What follows belongs to an exercise in optimizing a design on an open flow for small area, a short achievable clock period and few clock cycles; a production flow would make more cautious choices.
At most, simulation tests tie the RTL to the original design; equivalence was not proved.

// smdv_top
module smdv_top (
  input  logic        clk_i,
  input  logic        rst_ni,
  input  logic        start_i,
  input  logic [17:0] in_i,
  output logic        busy_o,
  output logic        out_valid_o,
  output logic [55:0] out_o
);
Size in the first run: about 150000 um^2 of cells after synthesis.
Settings: LEC_CHECK=0, CAP_MARGIN=20, CORE_MARGIN=2, CORE_UTILIZATION=40, SETUP_SLACK_MARGIN=5, SLEW_MARGIN=20; clock period 10.0 ns.
run.sh (not shown) runs the stock make flow with config.mk's settings and CLKGATE_MAP_FILE= SYNTH_SCRIPT=/design/flow/synth_recipe.tcl, a recipe that flattens the netlist after the stock synthesis.
The starting point passed the timing, DRC and antenna checks.
Testbench counts at the start, summed over its fixed seeds: cycles 16,032.
Edit:
Settings changed: SETUP_SLACK_MARGIN 5 to not set.
The new run finished clean.
Setup slack degrades by 1300 ps.
Maximum frequency decreases by about a fifth.
Register-to-register slack got worse by 1300 ps.
Cell area is lower by a few percent.
First-iteration DRC count is lower by a little under a tenth.
Synthesized area does not change.
Wire length went down by a few percent.
Via count fell by a few percent.

========
Setup of wip/willow:
Another version of the RTL of smdv_top (not shown whole).
For scale: about 14000 cells after synthesis.
clock: 10.0 ns
lec_check: 0
cap_margin: 20
core_margin: 2
core_utilization: 40
cts_cluster_diameter: 100
cts_cluster_size: 28
slew_margin: 20
synth_hierarchical: 1
standard.sh (not shown) runs the stock make flow with config.mk's settings and CLKGATE_MAP_FILE= SYNTH_SCRIPT=/design/flow/synth_recipe.tcl, a recipe that flattens the netlist after the stock synthesis.
==> flow/flow/run.sh <==
#!/bin/bash
cp standard.sh standard_sh.log 2>/dev/null
export SETUP_SLACK_MARGIN=6.3
bash standard.sh > standard.log 2>&1
wip/willow completed every stage of the flow, and the final layout passed the timing, DRC and antenna checks.
Testbench counts of wip/willow, summed over its fixed seeds: cycles 16,104.
The following lists how wip/xenon was set up differently from wip/willow:
Settings: changing CTS_CLUSTER_SIZE from 28 to 24; changing CORE_UTILIZATION from 40 to 55.
==> flow/flow/run.sh <==
#!/bin/bash
cp standard.sh standard_sh.log 2>/dev/null
export SETUP_SLACK_MARGIN=6.1
bash standard.sh > standard.log 2>&1
--- outcome ---
- wip/xenon: done, clean on timing, DRC and antenna
- Compared with wip/willow, via count of the first global-routing pass in wip/xenon increased by a few percent.
- Fmax | wip/xenon vs wip/willow | wip/xenon slower
- Against wip/willow as the reference, wip/xenon delivers a lower combined buffer and inverter count along the critical path.
- Final area shrinks by a few percent when moving from wip/willow to wip/xenon.
- Summary — endpoint arrival time on the critical path, wip/xenon relative to wip/willow: higher, by 60 ps.
The following lists how wip/harbor was set up differently from wip/xenon:
Settings: CORE_UTILIZATION now 40, was 55.
==> notes.md <==
The final layouts of wip/xenon and wip/harbor pass the timing, DRC and antenna checks. Taking wip/xenon over wip/harbor, the post-CTS resize count ratio works out to 1.08. [diff] placed wire-length estimate, wip/harbor relative to wip/xenon: improvement. Re post-placement worst setup slack: wip/harbor is 120 ps up on wip/xenon. Side by side, met2 layer usage reported by global route turned out lower in wip/harbor than in wip/xenon. Going from wip/xenon to wip/harbor, the non-clock buffer count was found to have gone down by 7.2%. Comparing wip/xenon and wip/harbor, the lower wire length is on wip/harbor.

========
smdv_top, a different RTL version from the one above (not shown whole).
Size: roughly 14000 cells after synthesis, ~79 I/O pins.
Settings: LEC_CHECK=0, CAP_MARGIN=20, CORE_MARGIN=2, CORE_UTILIZATION=40, SLEW_MARGIN=20, SYNTH_HIERARCHICAL=1; clock period 10.0 ns.
==> flow/flow/run.sh <==
#!/bin/bash
cp standard.sh standard_sh.log 2>/dev/null
export SETUP_SLACK_MARGIN=6.4
bash standard.sh > standard.log 2>&1
The starting point produced a clean layout.
Next try:
==> flow/run.sh (new file) <==
#!/bin/bash
# synth_recipe.tcl (not shown) runs the flow's synth.tcl, then flattens the netlist and writes it again
# the make line also repeats each setting of config.mk as NAME=value (left out here)
make -C /OpenROAD-flow-scripts/flow DESIGN_CONFIG=/design/flow/config.mk WORK_HOME=/design/flow/orfs CLKGATE_MAP_FILE= SYNTH_SCRIPT=/design/flow/synth_recipe.tcl finish
Settings changed: CTS_CLUSTER_DIAMETER set to 120, CTS_CLUSTER_SIZE set to 30, SETUP_SLACK_MARGIN set to 5.
removed: flow/flow/run.sh
removed: flow/standard.sh
The changed run finished clean.
Synthesized area is unchanged.
Sequential share of layout area climbs by 7.7 points.
Design area drops by 15%.
Next try:
Settings changed: CTS_CLUSTER_DIAMETER 120 to not set, CTS_CLUSTER_SIZE 30 to not set.
Outcome:
- The changed run produced a clean layout
- synthesized area stays the same
- fmax hardly moves
- worst setup slack loses 0.013 ns
Function was not checked in any run of this note: the RTL went through the layout flow alone.

========
smdv_top, a different RTL version from the one above (not shown whole).
Size: about 79 I/O pins.
clock: 10.0 ns
lec_check: 0
cap_margin: 20
core_margin: 2
core_utilization: 40
cts_cluster_diameter: 100
cts_cluster_size: 24
slew_margin: 20
synth_hierarchical: 1
==> flow/flow/run.sh <==
#!/bin/bash
cp standard.sh standard_sh.log 2>/dev/null
export SETUP_SLACK_MARGIN=6.25
bash standard.sh > standard.log 2>&1
Testbench counts at the start, summed over its fixed seeds: cycles 16,104.
Change:
==> flow/flow/run.sh (replaced) <==
#!/bin/bash
cp standard.sh standard_sh.log 2>/dev/null
export SETUP_SLACK_MARGIN=6.1
bash standard.sh > standard.log 2>&1
=> Cell area decreases by 2.6%. Die area is unchanged. Worst hold slack gets worse by 0.035 ns.

========
smdv_top, a different RTL version from the one above (not shown whole).
For scale: ~14000 cells after synthesis, roughly 79 I/O pins, about 170000 µm² of cells after synthesis.
clock: 10.0 ns
lec_check: 0
cap_margin: 20
core_margin: 2
core_utilization: 40
cts_cluster_diameter: 100
cts_cluster_size: 24
slew_margin: 20
synth_hierarchical: 1
==> flow/flow/run.sh <==
#!/bin/bash
cp standard.sh standard_sh.log 2>/dev/null
export SETUP_SLACK_MARGIN=6.0
bash standard.sh > standard.log 2>&1
Testbench counts at the start, summed over its fixed seeds: cycles 16,104.
Change:
==> flow/flow/run.sh (replaced) <==
#!/bin/bash
cp standard.sh standard_sh.log 2>/dev/null
export SETUP_SLACK_MARGIN=6.35
bash standard.sh > standard.log 2>&1
Effect: Cell area is higher by a few percent. Maximum frequency is higher by a few percent.
Change:
==> flow/run.sh (new file) <==
#!/bin/bash
# synth_recipe.tcl (not shown) runs the flow's synth.tcl, then flattens the netlist and writes it again
# the make line also repeats each setting of config.mk as NAME=value (left out here)
make -C /OpenROAD-flow-scripts/flow DESIGN_CONFIG=/design/flow/config.mk WORK_HOME=/design/flow/orfs CLKGATE_MAP_FILE= SYNTH_SCRIPT=/design/flow/synth_recipe.tcl finish
Settings changed: SETUP_SLACK_MARGIN set to 5.
removed: flow/flow/run.sh
removed: flow/standard.sh
The new run finished clean; area after synthesis stays the same; worst setup slack loses 1.1 ns; non-clock buffer count decreases by 588; via count decreases by a few percent; final cell count decreases by a few percent; clock-buffer cell count increases by 2; routed wire length decreases by a few percent.

separate check: timing with driven ports:
Ports are ideal in the flow. The routed layouts listed here were re-timed in OpenROAD.
Step 1 assumes that a clkbuf_16 drives the clock port and a buf_2 every other input.
Step 2 moves the port delays by t, midway between the first and last clock arrival at a register: inputs arrive t later, outputs are due t later. That takes back most of the time a late clock gives input paths.
Three values: ideal, step 1, step 2; two values: the first two.
| run | shift t [ns] | setup WS [ns] | worst setup path at the end | worst slew at a driven data input, ns | pins driven straight from the clock port |
|---|---|---|---|---|---|
| the first run of note 1 | 1.031 | 5.143 / 5.143 / 5.143 | register to register | 0.03 | 1 |
| the second run of note 1 | 1.026 | 3.858 / 3.858 / 3.858 | register to register | 0.03 | 1 |
| wip/willow | 1.023 | 6.084 / 6.084 / 6.010 | input to register | 0.04 | 1 |
| wip/xenon | 1.020 | 6.019 / 6.019 / 6.019 | register to register | 0.17 | 1 |
| wip/harbor | 1.028 | 6.097 / 6.097 / 6.097 | register to register | 0.04 | 1 |
| the first run of note 3 | 1.043 | 5.787 / 5.787 / 5.787 | register to register | 0.08 | 1 |
| the second run of note 3 | 1.020 | 5.238 / 5.238 / 5.238 | register to register | 0.05 | 1 |
| the third run of note 3 | 1.035 | 5.225 / 5.225 / 5.225 | register to register | 0.05 | 1 |
| the first run of note 4 | 1.006 | 6.262 / 6.262 / 6.092 | input to register | 0.16 | 1 |
| the second run of note 4 | 1.008 | 6.162 / 6.129 / 5.921 | input to register | 0.04 | 1 |
| the first run of note 5 | 1.026 | 6.091 / 6.016 / 5.772 | input to register | 0.04 | 1 |
| the second run of note 5 | 1.034 | 6.302 / 6.302 / 6.302 | register to register | 0.04 | 1 |
| the third run of note 5 | 1.020 | 5.241 / 5.241 / 5.241 | register to register | 0.05 | 1 |
After both steps setup and hold are still met in every run listed. The setup slack of the first run of note 5, which loses most, moves by -0.075 ns with the drivers and by -0.319 ns with both steps.
